From an optimization exercise on the open Yosys and OpenROAD flow, aimed at small area; shortcuts taken in it are not production practice. The RTL was checked by simulation tests, not by an equivalence proof against the original design.

==> flow/design.v, too long to show whole: its modules and the start of the top module <==
// module conv3x3_mac: 1571 lines
// module conv3x3_sel: 6 lines
// module conv3x3_fa: 7 lines
// module conv3x3_engine: 100 lines
module conv3x3_engine (
  input  logic       clk,
  input  logic       rst_n,
  input  logic       pix_valid,
  input  logic       sof,
  input  logic [7:0] w11, w12, w13, w21, w22, w23, w31, w32, w33,
  input  logic       k_we,
  input  logic [3:0] k_addr,
  input  logic [7:0] k_data,
  output logic [7:0] conv_out,
  output logic       conv_valid,
  output logic       frame_done,
  output logic       frame_err,
  output logic       k_err
);
  // ...
==> flow/flow/run.sh <==
#!/bin/bash
# Standard ORFS layout (the standard.sh) with two changes: the port buffers
# are buf_2 cells instead of the default delay-buffer cell, and clock tree
# synthesis uses clkbuf_8 buffers and inserts no dummy loads.
set -euo pipefail
bash standard.sh "BUFFER_PORTS_ARGS=-buffer_cell sky130_fd_sc_hd__buf_2" \
  "CTS_ARGS=-sink_clustering_enable -repair_clock_nets -dont_use_dummy_load -buf_list sky130_fd_sc_hd__clkbuf_8" \
  finish > flow_make.log 2>&1
==> flow/standard.sh <==
#!/bin/bash
# synth_recipe.tcl (not shown) runs the flow's synth.tcl, then flattens the netlist and writes it again
# the make line also repeats each setting of config.mk as NAME=value (left out here)
make -C /OpenROAD-flow-scripts/flow DESIGN_CONFIG=/design/flow/config.mk WORK_HOME=/design/flow/orfs CLKGATE_MAP_FILE= SYNTH_SCRIPT=/design/flow/synth_recipe.tcl "${@:-finish}"
==> flow/config.mk <==
export PLATFORM = sky130hd
export DESIGN_NAME = conv3x3_engine
export DESIGN_NICKNAME = conv3x3_engine
export VERILOG_FILES = /design/flow/design.v
export SDC_FILE = /design/flow/constraint.sdc
export NUM_CORES = 4
export LEC_CHECK = 0
export CAP_MARGIN = 20
export CELL_PAD_IN_SITES_DETAIL_PLACEMENT = 1
export CORE_MARGIN = 2
export CORE_UTILIZATION = 40
export PLACE_DENSITY = 0.5
export SLEW_MARGIN = 20
export SYNTH_HIERARCHICAL = 1
==> flow/constraint.sdc <==
create_clock -name core_clock -period 6.0 [get_ports {clk}]
set_input_delay 1.2000 -clock core_clock [delete_from_list [all_inputs] [get_ports {clk}]]
set_output_delay 1.2000 -clock core_clock [all_outputs]
set_load 0.01 [all_outputs]
==> impl_metrics.sql, run 1 <==
INSERT INTO impl_metrics (metric_group, metric, value, unit) VALUES
('status', 'outcome', 'finished clean', ''),
('route', 'totalWireLength', '70.7', 'mm'),
('cts', 'worst_skew_pair.late_latency', '0.57', 'ns'),
('floorplan', 'die-height', '216', 'microns'),
('cells_and_area', 'design.seq.count', '189', ''),
('grt', 'grt_util_met1', '41.9', '%'),
('cells_and_area', 'regMostFlops', 'kern', ''),
('cells_and_area', 'sh_seq_area', '21.1', '%'),
('cells_and_area', 'largest_register_ff_count', '72', ''),
('cts', 'clock_root_buffer', 'sky130_fd_sc_hd__clkbuf_8', ''),
('placement', 'dp.cells', '2099', ''),
('cells_and_area', 'clkbuf_count', '17', ''),
('cells_and_area', 'antennaDiodeCount', '1', ''),
('route', 'drt_iter0_markers', '3301', ''),
('synth', 'synthesis.area_per_instance', '13.8', 'sq um'),
('hold_path', 'hold-path-cell-count', '0', ''),
('route', 'drc_errors', '0', ''),
('synth', 'synth_enable_flop_cells', '0', ''),
('timing', 'finalHoldViolCount', '0', ''),
('grt', 'first_pass_grt_wire_length', '103', 'mm'),
('timing', 'finalCritPeriodShare', '97.1', '%'),
('cells_and_area', 'stdcell_count', '2117', ''),
('cells_and_area', 'layout.cell_area.non_filler', '20300', 'sq um'),
('grt', 'grt.overflow.total', '0', ''),
('route', 'top_layer_used', 'met4', ''),
('cts', 'htree_levels', '4', ''),
('cells_and_area', 'num-multi-input-gates', '1026', ''),
('cells_and_area', 'most-common-layout-cells', 'sky130_fd_sc_hd__fa_1 (364), sky130_fd_sc_hd__a222oi_1 (288), sky130_fd_sc_hd__buf_4 (132), sky130_fd_sc_hd__buf_2 (99), sky130_fd_sc_hd__dfrtp_1 (98)', ''),
('critical_path', 'timing.critical_path.fanout_max', '8', ''),
('synth', 'synth_fp_nets', '1791', ''),
('cts', 'post_cts_resized', '2', ''),
('cts', 'cts_buffer_depth', '2', ''),
('critical_path', 'worst-r2r-setup-slack', '0.17', 'ns');
==> run 2: changes to the inputs <==
==> flow/flow/run.sh (replaced) <==
#!/bin/bash
# Standard ORFS layout (the standard.sh) with two changes: the port buffers
# are buf_1 cells instead of the default delay-buffer cell, and clock tree
# synthesis uses clkbuf_8 buffers and inserts no dummy loads.
set -euo pipefail
bash standard.sh "BUFFER_PORTS_ARGS=-buffer_cell sky130_fd_sc_hd__buf_1" \
  "CTS_ARGS=-sink_clustering_enable -repair_clock_nets -dont_use_dummy_load -buf_list sky130_fd_sc_hd__clkbuf_8" \
  finish > flow_make.log 2>&1
--- a/flow/config.mk
+++ b/flow/config.mk
@@ -11,2 +11,3 @@
 export CORE_UTILIZATION = 40
+export GPL_TIMING_DRIVEN = 0
 export PLACE_DENSITY = 0.5
==> run 2 against run 1 <==
  * Still clean
  * Cell count decreased by 5.4%
  * Count of clock-buffer cells in the layout unchanged
  * Register-to-register slack about the same
  * Sequential share of layout area increased by 1.1 points
  * Setup slack got worse by 0.033 ns
  * Critical path depth decreased by 6
  * Maximum frequency decreased by 0.57%
  * Routed wire length decreased by 3.2%
  * Critical path type is now in2reg
  * Largest cell class unchanged
==> impl_metrics.sql, run 2 <==
INSERT INTO impl_metrics (metric_group, metric, value, unit) VALUES
('grt', 'grt_max_degree', '34', ''),
('synth', 'synth_area_leader_cell', 'sky130_fd_sc_hd__fa_1', ''),
('grt', 'number_of_antenna_violations_at_the_first_check_in_global_routing', '5', ''),
('critical_path', 'crit_required', '6.45', 'ns'),
('critical_path', 'cp-start-kind', 'input port', ''),
('timing', 'tightestPinTransition', '1.10', 'ns'),
('floorplan', 'standard_cell_core_area', '44200', 'sq um'),
('floorplan', 'pin_count', '101', ''),
('timing', 'finalHoldWorstSlack', '0.330', 'ns'),
('route', 'wl_per_cell', '34.2', 'microns'),
('synth', 'synthSimpleGateAreaFrac', '7.11', '%'),
('cts', 'htree_levels', '4', ''),
('synth', 'synth_seq_area_share', '23.8', '%'),
('timing', 'setup_viol_count_final', '0', ''),
('synth', 'synth_most_common_cell', 'sky130_fd_sc_hd__fa_1', ''),
('route', 'num_vias', '13700', ''),
('synth', 'synth_xor_xnor_area_share', '0.537', '%'),
('synth', 'synth_enable_flop_cells', '0', ''),
('cts', 'holdBufCountCts', '0', ''),
('cts', 'cts_tree', 'yes', ''),
('cts', 'cts_sinks', '189', ''),
('synth', 'synth_fp_nets', '1791', ''),
('grt', 'grt.overflow.total', '0', ''),
('cts', 'worst_skew_pair.late_latency', '0.58', 'ns'),
('synth', 'dominantRegCellSynth', 'sky130_fd_sc_hd__dfrtp_1', ''),
('route', 'drt-vias-per-instance', '6.85', ''),
('floorplan', 'die-height', '216', 'microns'),
('grt', 'vias_in_the_first_global_route', '14300', ''),
('synth', 'netlist_top_cells_area', 'sky130_fd_sc_hd__fa_1 (41%), sky130_fd_sc_hd__a222oi_1 (16%), sky130_fd_sc_hd__dfrtp_1 (14%)', ''),
('floorplan', 'die_w', '216', 'microns'),
('route', 'route.antenna.remaining_nets', '0', ''),
('synth', 'synth_top_area_share', '41.2', '%'),
('timing', 'fin_skew', '0.0401', 'ns'),
('route', 'drc_errors', '0', ''),
('synth', 'ys_warn_count', '8', ''),
('synth', 'synth_top_family_by_area', 'adder cells', ''),
('cells_and_area', 'most-common-layout-cells', 'sky130_fd_sc_hd__fa_1 (363), sky130_fd_sc_hd__a222oi_1 (288), sky130_fd_sc_hd__dfrtp_1 (98), sky130_fd_sc_hd__buf_1 (92), sky130_fd_sc_hd__dfxtp_1 (91)', ''),
('timing', 'fmax', '171', 'MHz'),
('cts', 'post_cts_setup_buffers', '0', ''),
('grt', 'global_route.usage.total', '29.9', '%'),
('critical_path', 'path_class', 'in2reg', ''),
('cts', 'clock_root_buffer', 'sky130_fd_sc_hd__clkbuf_8', ''),
('route', 'totalWireLength', '68.5', 'mm'),
('critical_path', 'timing.critical_path.fanout_max', '9', ''),
('synth', 'top_post_synthesis_cells_by_count', 'sky130_fd_sc_hd__fa_1 (369), sky130_fd_sc_hd__a222oi_1 (288), sky130_fd_sc_hd__dfrtp_1 (98)', ''),
('synth', 'synth_fa_ha_area_share', '43.4', '%'),
('cts', 'clk_pin_slew_worst_paths', '0.11', 'ns'),
('cells_and_area', 'largest_register_ff_count', '72', ''),
('placement', 'dp.cells', '1984', ''),
('timing', 'finalCriticalPeriod', '5.86', 'ns'),
('synth', 'post_synth_mux_area_share', '5.75', '%'),
('cells_and_area', 'final_layout_size_suffix_gt1_share', '10.7', '%'),
('placement', 'dp_hpwl', '54.4', 'mm'),
('placement', 'place.gp.congestion', '0.984', ''),
('critical_path', 'timing.critical_path.arrival', '6.31', 'ns'),
('hold_path', 'min-delay-path-class', 'reg2reg', ''),
('timing', 'finalHoldViolCount', '0', ''),
('grt', 'first_pass_grt_wire_length', '99.7', 'mm'),
('cts', 'cts_buffers', '17', ''),
('status', 'outcome', 'finished clean', ''),
('placement', 'numPortBuffers', '86', ''),
('cells_and_area', 'reg_top3', 'kern: 72 flops, u_mac.r1: 30 flops', ''),
('timing', 'timing.slew.headroom', '26.9', '%'),
('cells_and_area', 'postLayoutCoreUtil', '43.7', '%'),
('synth', 'synthesis.area_per_instance', '13.8', 'sq um'),
('flow_run', 'timing.max_cap.violations', '0', ''),
('synth', 'synth_compound_gate_area_share', '17.3', '%'),
('cells_and_area', 'layout.cells.most_common', 'sky130_fd_sc_hd__fa_1', ''),
('synth', 'syn-cell-area', '17900', 'sq um'),
('cells_and_area', 'nNetsFinal', '1899', ''),
('critical_path', 'worst_setup_ep_type', 'flop', ''),
('synth', 'gate_count_of_the_mapped_netlist', '1302', ''),
('timing', 'setup_repair_after_global_routing_missed_its_margin', 'no', ''),
('synth', 'ys_ff_latch', '189', ''),
('cells_and_area', 'regMostFlops', 'kern', ''),
('floorplan', 'initial_core_util', '40.5', '%'),
('cts', 'cts_buffer_depth', '2', ''),
('cells_and_area', 'syn2layout_area_growth', '7.70', '%'),
('route', 'drt_iter0_markers', '3335', ''),
('synth', 'synth.distinct_cells', '48', ''),
('synth', 'asyncSetResetFlopFracSynth', '51.9', '%'),
('floorplan', 'die_area', '46500', 'sq um'),
('route', 'drt_first_pass_iters', '14', ''),
('cells_and_area', 'stdcell_count', '2002', ''),
('timing', 'finalCritPeriodShare', '97.7', '%'),
('timing', 'finalMaxSlewViolations', '0', ''),
('floorplan', 'row_count', '77', '');
==> run 2: cell counts after synthesis <==
Identical to the previous run, type by type.
==> run 2: metrics by stage <==
step	setup TNS, ns	setup slack [ns]	instance area, sq um
after CTS	0	0.0135	19300
final	0	0.140	19300
after global placement	-89.77	-0.926	19000
after detailed placement	-3.17	-0.380	19100
after global routing	0	0.0183	19300
after floorplan	0	0.229	17900
==> run 2: cells by family after synthesis <==
group / Yosys count
AO/OA/AOI/OAI: 311
XOR/XNOR: 11
adder cells (fa/ha/maj): 400
buffers and inverters: 87
flip-flops: 189
multiplexers: 89
AND/OR/NAND/NOR: 215
==> run 2: worst max-delay path: stages <==
cell	delay, ns
sky130_fd_sc_hd__buf_1	0.12
sky130_fd_sc_hd__nor2b_1	0.73
sky130_fd_sc_hd__a222oi_1	0.38
sky130_fd_sc_hd__fa_1	0.55
sky130_fd_sc_hd__fa_1	0.50
sky130_fd_sc_hd__fa_1	0.47
sky130_fd_sc_hd__fa_1	0.56
sky130_fd_sc_hd__fa_1	0.43
sky130_fd_sc_hd__fa_1	0.42
sky130_fd_sc_hd__fa_1	0.52
sky130_fd_sc_hd__fa_1	0.41
==> run 2: cell type report <==
class	count	area [sq um]
Fill cell	4572	24900
Buffer	27	141
Timing Repair Buffer	90	389
Inverter	59	221
Clock buffer	17	234
Antenna cell	2	5.00
Multi-Input combinational cell	1026	13300
Tap cell	592	741
Sequential cell	189	4270
==> run 2: per-module statistics from Yosys (local to each module, per instance) <==
module          cells inside  copies in the design  flops+latches  cell area [sq um]
conv3x3_fa                 1                   369              0               20.0
conv3x3_sel                1                   288              0               10.0
conv3x3_mac              340                     1             66               3010
conv3x3_engine           305                     1            123               4650
==> run 2: per-layer routing <==
layer / track usage, % / part of all wire [%] / vias up
met4: 9.49 / 3.5 / 8
li1: - / - / 5417
met3: 7.10 / 9.3 / 117
met1: 39.6 / 39 / 7326
met5: 0 / 0.093 / -
met2: 48.6 / 48 / 837
==> run 2: path summary, 6_finish.rpt <==
kind / start / to / slack [ns] / cells past startpoint
max: w22[6] / u_mac.r1[18]$_DFF_P_ / 0.14 / 11
min: res_q[5]$_DFF_P_ / res_qq[5]$_DFF_P_ / 0.33 / 0
max reg2reg: u_mac.r1[3]$_DFF_P_ / res_q[6]$_DFF_P_ / 0.16 / 16
min reg2reg: res_q[5]$_DFF_P_ / res_qq[5]$_DFF_P_ / 0.33 / 0
max in group asynchronous: rst_n / kern[13]$_DFFE_PN0P_ / 4.64 / 3
min in group asynchronous: rst_n / conv_out[5]$_DFFE_PN0P_ / 0.55 / 1
==> run 2: what timing repair did <==
action,4_1_cts,5_1_grt
gates resized for setup,4,4
endpoints found under the hold margin,0,0
endpoints found under the setup margin,8,8
pin swaps,0,3
==> module conv3x3_engine, before the edit <==
module conv3x3_engine (
  input  logic       clk,
  input  logic       rst_n,
  input  logic       pix_valid,
  input  logic       sof,
  input  logic [7:0] w11, w12, w13, w21, w22, w23, w31, w32, w33,
  input  logic       k_we,
  input  logic [3:0] k_addr,
  input  logic [7:0] k_data,
  output logic [7:0] conv_out,
  output logic       conv_valid,
  output logic       frame_done,
  output logic       frame_err,
  output logic       k_err
);
  localparam logic [1:0] IDLE = 2'd0, RUN = 2'd1, DRAIN = 2'd2;
  logic [1:0]  state;
  logic [3:0]  row_cnt;     
  logic [4:0]  col_cnt;     
  logic        win_q;       
  logic [2:0]  vld;
  logic [71:0] kern;
  logic [7:0]  bias;
  logic [7:0]  res, res_q, res_qq;
  logic        is_idle, is_run, pix, abort, win;
  assign is_idle = (state == IDLE);
  assign is_run  = (state == RUN);
  assign pix     = pix_valid && !sof;
  assign abort   = is_run && !pix;
  assign win     = is_run && pix && (row_cnt >= 4'd2) && (col_cnt >= 5'd2);
  always_ff @(posedge clk or negedge rst_n) begin
    if (!rst_n) state <= IDLE;
    else case (state)
      IDLE:    if (pix_valid && sof) state <= RUN;
      RUN:     if (!pix) state <= IDLE;
               else if (row_cnt == 4'd11 && col_cnt == 5'd19) state <= DRAIN;
      DRAIN:   if (col_cnt == 5'd4) state <= IDLE;
      default: state <= IDLE;
    endcase
  end
  always_ff @(posedge clk) begin
    if (is_idle) begin
      row_cnt <= 4'd0;
      col_cnt <= 5'd1;
    end else if (is_run) begin
      if (col_cnt == 5'd19) begin
        col_cnt <= 5'd0;
        row_cnt <= row_cnt + 4'd1;
      end else begin
        col_cnt <= col_cnt + 5'd1;
      end
    end else begin
      col_cnt <= col_cnt + 5'd1;
    end
  end
  always_ff @(posedge clk or negedge rst_n) begin
    if (!rst_n) begin
      kern       <= '0;
      bias       <= '0;
      frame_done <= 1'b0;
      frame_err  <= 1'b0;
      k_err      <= 1'b0;
    end else begin
      if (k_we && is_idle && k_addr <= 4'd9) begin
        if (k_addr == 4'd9) bias <= k_data;
        for (int i = 0; i < 9; i++)
          if (k_addr == 4'(i)) kern[8*i +: 8] <= k_data;
      end
      k_err      <= k_we && !(is_idle && k_addr <= 4'd9);
      frame_err  <= abort;
      frame_done <= (state == DRAIN) && (col_cnt == 5'd4);
    end
  end
  always_ff @(posedge clk or negedge rst_n) begin
    if (!rst_n) begin
      win_q      <= 1'b0;
      vld        <= '0;
      conv_valid <= 1'b0;
    end else begin
      win_q      <= win;
      vld        <= abort ? 3'b000 : {vld[1:0], win_q};
      conv_valid <= vld[2] && !abort;
    end
  end
  conv3x3_mac u_mac (
    .clk (clk),
    .x   ({w33, w32, w31, w23, w22, w21, w13, w12, w11}),
    .w   (kern),
    .b   (bias),
    .res (res)
  );
  always_ff @(posedge clk) begin
    res_q  <= res;
    res_qq <= res_q;
  end
  always_ff @(posedge clk or negedge rst_n) begin
    if (!rst_n)                  conv_out <= '0;
    else if (vld[2] && !abort)   conv_out <= res_qq;
  end
endmodule
==> run 3: changes to the inputs <==
--- a/flow/design.v
+++ b/flow/design.v
@@ -1612,2 +1612,6 @@
   logic        is_idle, is_run, pix, abort, win;
+  logic [9:0]  kwe;         
+  logic [79:0] kload;       
+  logic [7:0]  oload;       
+  logic        oen;
   assign is_idle = (state == IDLE);
@@ -1650,7 +1654,3 @@
     end else begin
-      if (k_we && is_idle && k_addr <= 4'd9) begin
-        if (k_addr == 4'd9) bias <= k_data;
-        for (int i = 0; i < 9; i++)
-          if (k_addr == 4'(i)) kern[8*i +: 8] <= k_data;
-      end
+      {bias, kern} <= kload;
       k_err      <= k_we && !(is_idle && k_addr <= 4'd9);
@@ -1660,2 +1660,16 @@
   end
+  always_comb
+    for (int i = 0; i < 10; i++)
+      kwe[i] = k_we && is_idle && (k_addr == 4'(i));
+  for (genvar i = 0; i < 10; i++) begin : g_kld
+    for (genvar b = 0; b < 8; b++) begin : g_bit
+      conv3x3_ld u_ld (
+        .a    (k_data[b]),
+        .en   (kwe[i]),
+        .b    (i == 9 ? bias[b] : kern[8*i + b]),
+        .en_n (!kwe[i]),
+        .y    (kload[8*i + b])
+      );
+    end
+  end
   always_ff @(posedge clk or negedge rst_n) begin
@@ -1683,5 +1697,15 @@
   always_ff @(posedge clk or negedge rst_n) begin
-    if (!rst_n)                  conv_out <= '0;
-    else if (vld[2] && !abort)   conv_out <= res_qq;
+    if (!rst_n) conv_out <= '0;
+    else        conv_out <= oload;
   end
+  assign oen = vld[2] && !abort;
+  for (genvar b = 0; b < 8; b++) begin : g_old
+    conv3x3_ld u_ld (.a(res_qq[b]), .en(oen), .b(conv_out[b]), .en_n(!oen), .y(oload[b]));
+  end
+endmodule
+module conv3x3_ld (
+  input  logic a, en, b, en_n,
+  output logic y
+);
+  assign y = (en & a) | (en_n & b);
 endmodule
==> run 3 against run 2 <==
  * Hold slack gained 0.0011 ns
  * Still clean on timing, DRC and antenna
  * Die area is 1.7% lower
  * Largest cell class unchanged
  * Critical path depth unchanged
  * Critical path type unchanged
==> impl_metrics.sql, run 3 <==
INSERT INTO impl_metrics (metric_group, metric, value, unit) VALUES
('status', 'outcome', 'finished clean', ''),
('hold_path', 'hold_path.startpoint', 'res_q[0]$_DFF_P_', ''),
('cells_and_area', 'nNetsFinal', '1913', ''),
('cells_and_area', 'most-common-layout-cells', 'sky130_fd_sc_hd__fa_1 (363), sky130_fd_sc_hd__a222oi_1 (288), sky130_fd_sc_hd__dfrtp_1 (98), sky130_fd_sc_hd__dfxtp_1 (91), sky130_fd_sc_hd__buf_1 (90)', ''),
('synth', 'dominantRegCellSynth', 'sky130_fd_sc_hd__dfrtp_1', ''),
('grt', 'global_route.usage.total', '31.8', '%'),
('cts', 'cts_tree', 'yes', ''),
('route', 'drt_first_pass_iters', '17', ''),
('grt', 'grt_max_degree', '32', ''),
('cells_and_area', 'regMostFlops', 'kern', ''),
('cts', 'cts_buffers', '17', ''),
('hold_path', 'min-delay-path-class', 'reg2reg', ''),
('timing', 'finalHoldViolCount', '0', ''),
('floorplan', 'row_count', '76', ''),
('route', 'drt-vias-per-instance', '7.02', ''),
('timing', 'fin_skew', '0.0321', 'ns'),
('critical_path', 'timing.critical_path.arrival', '6.27', 'ns'),
('synth', 'gate_count_of_the_mapped_netlist', '1305', ''),
('critical_path', 'crit_buf_inv', '1', ''),
('cells_and_area', 'reg_top3', 'kern: 72 flops, u_mac.r1: 30 flops', ''),
('timing', 'finalCriticalPeriod', '5.84', 'ns'),
('timing', 'tightestPinTransition', '1.19', 'ns'),
('synth', 'asyncSetResetFlopFracSynth', '51.9', '%'),
('critical_path', 'reg2reg_depth', '17', ''),
('synth', 'synth_area_leader_cell', 'sky130_fd_sc_hd__fa_1', ''),
('critical_path', 'cp_common_cell', 'sky130_fd_sc_hd__fa_1', ''),
('synth', 'ys_ff_latch', '189', ''),
('cells_and_area', 'layout.cells.most_common', 'sky130_fd_sc_hd__fa_1', ''),
('placement', 'dp.cells', '1990', ''),
('route', 'route.antenna.remaining_nets', '0', ''),
('critical_path', 'rr_startpoint', 'u_mac.r1[3]$_DFF_P_', ''),
('floorplan', 'standard_cell_core_area', '43300', 'sq um'),
('grt', 'grt_util_met1', '44.4', '%'),
('critical_path', 'critical-path-slowest-cell', 'sky130_fd_sc_hd__nor2b_1', ''),
('synth', 'synth_top_area_share', '41.9', '%'),
('grt', 'gr-usage-met3', '4.88', '%'),
('cells_and_area', 'stdcell_count', '2010', ''),
('critical_path', 'worst_path_dominant_cell_family', 'adder cells', ''),
('cells_and_area', 'layout.cell_area.non_filler', '19100', 'sq um'),
('floorplan', 'die_area', '45700', 'sq um'),
('critical_path', 'slowest_delay', '0.74', 'ns'),
('timing', 'timing.slew.headroom', '20.6', '%'),
('grt', 'groute.layer.met2.usage', '50.1', '%'),
('cts', 'cts_buffer_depth', '2', ''),
('route', 'drc_errors', '0', ''),
('grt', 'vias_in_the_first_global_route', '14700', ''),
('synth', 'ys_warn_count', '8', ''),
('cts', 'htree_levels', '4', ''),
('synth', 'netlist_top_cells_area', 'sky130_fd_sc_hd__fa_1 (42%), sky130_fd_sc_hd__a222oi_1 (16%), sky130_fd_sc_hd__dfrtp_1 (14%)', ''),
('placement', 'dp_hpwl', '55.9', 'mm'),
('critical_path', 'path_depth', '11', ''),
('synth', 'synth.distinct_cells', '43', ''),
('placement', 'numPortBuffers', '94', ''),
('critical_path', 'cp_cell_sequence', 'buf_1 > nor2b_1 > a222oi_1 > fa_1 > fa_1 > fa_1 > fa_1 > fa_1 > fa_1 > fa_1 > fa_1', ''),
('timing', 'fmax', '171', 'MHz'),
('route', 'totalWireLength', '70.5', 'mm'),
('cts', 'holdBufCountCts', '0', ''),
('synth', 'synthesis.area_per_instance', '13.5', 'sq um'),
('cts', 'cts_sinks', '189', ''),
('floorplan', 'die_w', '214', 'microns'),
('critical_path', 'crit_required', '6.42', 'ns'),
('synth', 'synth_enable_flop_cells', '0', ''),
('critical_path', 'cp-start-kind', 'input port', ''),
('cells_and_area', 'final_layout_size_suffix_gt1_share', '3.73', '%'),
('cells_and_area', 'largest_register_ff_count', '72', ''),
('timing', 'finalCritPeriodShare', '97.4', '%'),
('route', 'num_vias', '14100', ''),
('timing', 'finalHoldWorstSlack', '0.331', 'ns'),
('cts', 'clk_pin_slew_worst_paths', '0.08', 'ns'),
('route', 'drt_iter0_markers', '3441', ''),
('synth', 'top_post_synthesis_cells_by_count', 'sky130_fd_sc_hd__fa_1 (369), sky130_fd_sc_hd__a222oi_1 (288), sky130_fd_sc_hd__dfrtp_1 (98)', ''),
('synth', 'synth_seq_area_share', '24.3', '%'),
('floorplan', 'die-height', '214', 'microns'),
('cts', 'worst_skew_pair.late_latency', '0.57', 'ns'),
('critical_path', 'path_class', 'in2reg', ''),
('synth', 'syn-cell-area', '17600', 'sq um'),
('cells_and_area', 'layout_filler_cell_count', '4505', ''),
('grt', 'grt.overflow.total', '0', ''),
('critical_path', 'worst_setup_ep_type', 'flop', ''),
('floorplan', 'initial_core_util', '40.7', '%'),
('flow_run', 'timing.max_cap.violations', '0', ''),
('cells_and_area', 'postLayoutCoreUtil', '44.1', '%'),
('grt', 'first_pass_grt_wire_length', '102', 'mm'),
('timing', 'setup_repair_after_global_routing_missed_its_margin', 'no', ''),
('route', 'wl_per_cell', '35.1', 'microns'),
('critical_path', 'start_point_of_the_critical_path', 'w22[6]', ''),
('cts', 'clock_root_buffer', 'sky130_fd_sc_hd__clkbuf_8', ''),
('synth', 'synth_fp_nets', '1794', ''),
('hold_path', 'hold-path-cell-count', '0', ''),
('synth', 'synth_most_common_cell', 'sky130_fd_sc_hd__fa_1', ''),
('timing', 'finalMaxSlewViolations', '0', ''),
('cts', 'post_cts_setup_buffers', '0', ''),
('grt', 'number_of_antenna_violations_at_the_first_check_in_global_routing', '2', ''),
('cells_and_area', 'syn2layout_area_growth', '8.26', '%'),
('placement', 'placed_area', '18800', 'sq um'),
('timing', 'setup_viol_count_final', '0', ''),
('floorplan', 'pin_count', '101', ''),
('placement', 'place.gp.congestion', '0.952', ''),
('critical_path', 'timing.critical_path.fanout_max', '9', ''),
('grt', 'globalRoute.busiestLayer', 'met2', '');
-- run 3: cell types whose count changed in the layout (fill, tap and decap cells not counted), moves of 3 or more --
cell / before / now
sky130_fd_sc_hd__a22o_1: 0 / 88
sky130_fd_sc_hd__mux2_2: 80 / 0
sky130_fd_sc_hd__mux2_4: 8 / 0
sky130_fd_sc_hd__nand3_2: 8 / 0
sky130_fd_sc_hd__nand2_1: 57 / 64
sky130_fd_sc_hd__nand3_1: 5 / 8
sky130_fd_sc_hd__nor2_1: 5 / 8
-- run 3: cell families after synthesis --
family / synth area share [%]
AO/OA/AOI/OAI: 22.0
XOR/XNOR: 0.547
adder cells (fa/ha/maj): 44.1
buffers and inverters: 1.80
flip-flops: 24.3
multiplexers: 0.0568
AND/OR/NAND/NOR: 7.17
-- run 3: timing repair --
action	CTS	global route
pin swaps	0	1
endpoints found under the setup margin	8	8
gates resized for setup	3	3
-- run 3: final cells by class --
class,instances,area (sq um),area share (%)
well taps,585,732,3.84
multi-input cells,1037,13100,68.4
repair buffers,100,453,2.38
plain buffers,19,91.3,0.479
inverters,60,225,1.18
diodes,3,7.51,0.0394
clock buffers,17,234,1.23
flip-flops and latches,189,4270,22.4
-- run 3: stage by stage --
stage	TNS, ns	setup WS (ns)
after floorplan	0	0.229
after global routing	0	0.0100
after CTS	0	0.0191
after detailed placement	-2.44	-0.381
final	0	0.155
after global placement	-99.48	-1.02
-- run 3: Yosys stat by module, one instance, submodules excluded --
module,cells,flops+latches,cell area (sq um)
conv3x3_ld,1,0,8.76
conv3x3_fa,1,0,20.0
conv3x3_mac,340,66,3010
conv3x3_engine,220,123,3560
conv3x3_sel,1,0,10.0
-- run 3: worst paths after layout --
check / to / slack (ns)
min in group asynchronous: kern[42]$_DFF_PN0_ / 0.57
worst max register to register: res_q[0]$_DFF_P_ / 0.19
worst min-delay path: res_qq[0]$_DFF_P_ / 0.33
worst max-delay path: u_mac.r1[18]$_DFF_P_ / 0.16
worst min register to register: res_qq[0]$_DFF_P_ / 0.33
max in group asynchronous: bias[7]$_DFF_PN0_ / 4.66
-- run 3: metal layers --
metal | vias to the layer above | share of wire, %
li1 | 5543 | -
met1 | 7505 | 41
met2 | 933 | 46
met3 | 127 | 8.6
met4 | 2 | 4.0
met5 | - | 0.023
-- run 3: worst register-to-register path: stages, from the launching register on --
cell and delay, ns:
sky130_fd_sc_hd__dfxtp_1 0.33, sky130_fd_sc_hd__fa_1 0.44, sky130_fd_sc_hd__fa_2 0.36, sky130_fd_sc_hd__fa_2 0.34
sky130_fd_sc_hd__fa_1 0.44, sky130_fd_sc_hd__ha_1 0.22, sky130_fd_sc_hd__fa_2 0.35, sky130_fd_sc_hd__fa_2 0.35
sky130_fd_sc_hd__fa_2 0.35, sky130_fd_sc_hd__fa_1 0.38, sky130_fd_sc_hd__fa_1 0.38, sky130_fd_sc_hd__ha_1 0.21
sky130_fd_sc_hd__fa_2 0.34, sky130_fd_sc_hd__ha_1 0.20, sky130_fd_sc_hd__fa_1 0.49, sky130_fd_sc_hd__and4_1 0.20
sky130_fd_sc_hd__buf_6 0.16, sky130_fd_sc_hd__a41oi_2 0.13

## port drivers added, routing unchanged
The results above use ideal ports. As a check the final layouts listed here were re-extracted and re-timed, cells and wires unchanged.
Step 1: set_driving_cell puts a clkbuf_16 on clk and a buf_2 on each other input, an assumption about the parent block.
Step 2, shift: input delay + t, output delay - t, t = (earliest + latest rising clock arrival at the registers) / 2. This alone moves slack from input paths to output paths.
Three values: ideal, step 1, step 2; two values: the first two.
| run | t (ns) | setup WS [ns] | hold WS [ns] | worst setup path at the end | pins driven straight from the clock port |
|---|---|---|---|---|---|
| run 1 | 0.597 | 0.174 / 0.174 / -0.239 | 0.336 / 0.336 / 0.336 | input to register | 1 |
| run 2 | 0.615 | 0.140 / 0.158 / -0.456 | 0.330 / 0.330 / 0.330 | input to register | 1 |
| run 3 | 0.605 | 0.155 / 0.173 / -0.432 | 0.331 / 0.331 / 0.331 | input to register | 1 |
Met with ideal ports but missed after step 2: setup timing in every run listed. For run 2, which loses most, drivers alone change the setup slack by +0.018 ns; drivers and shift together by -0.596 ns.
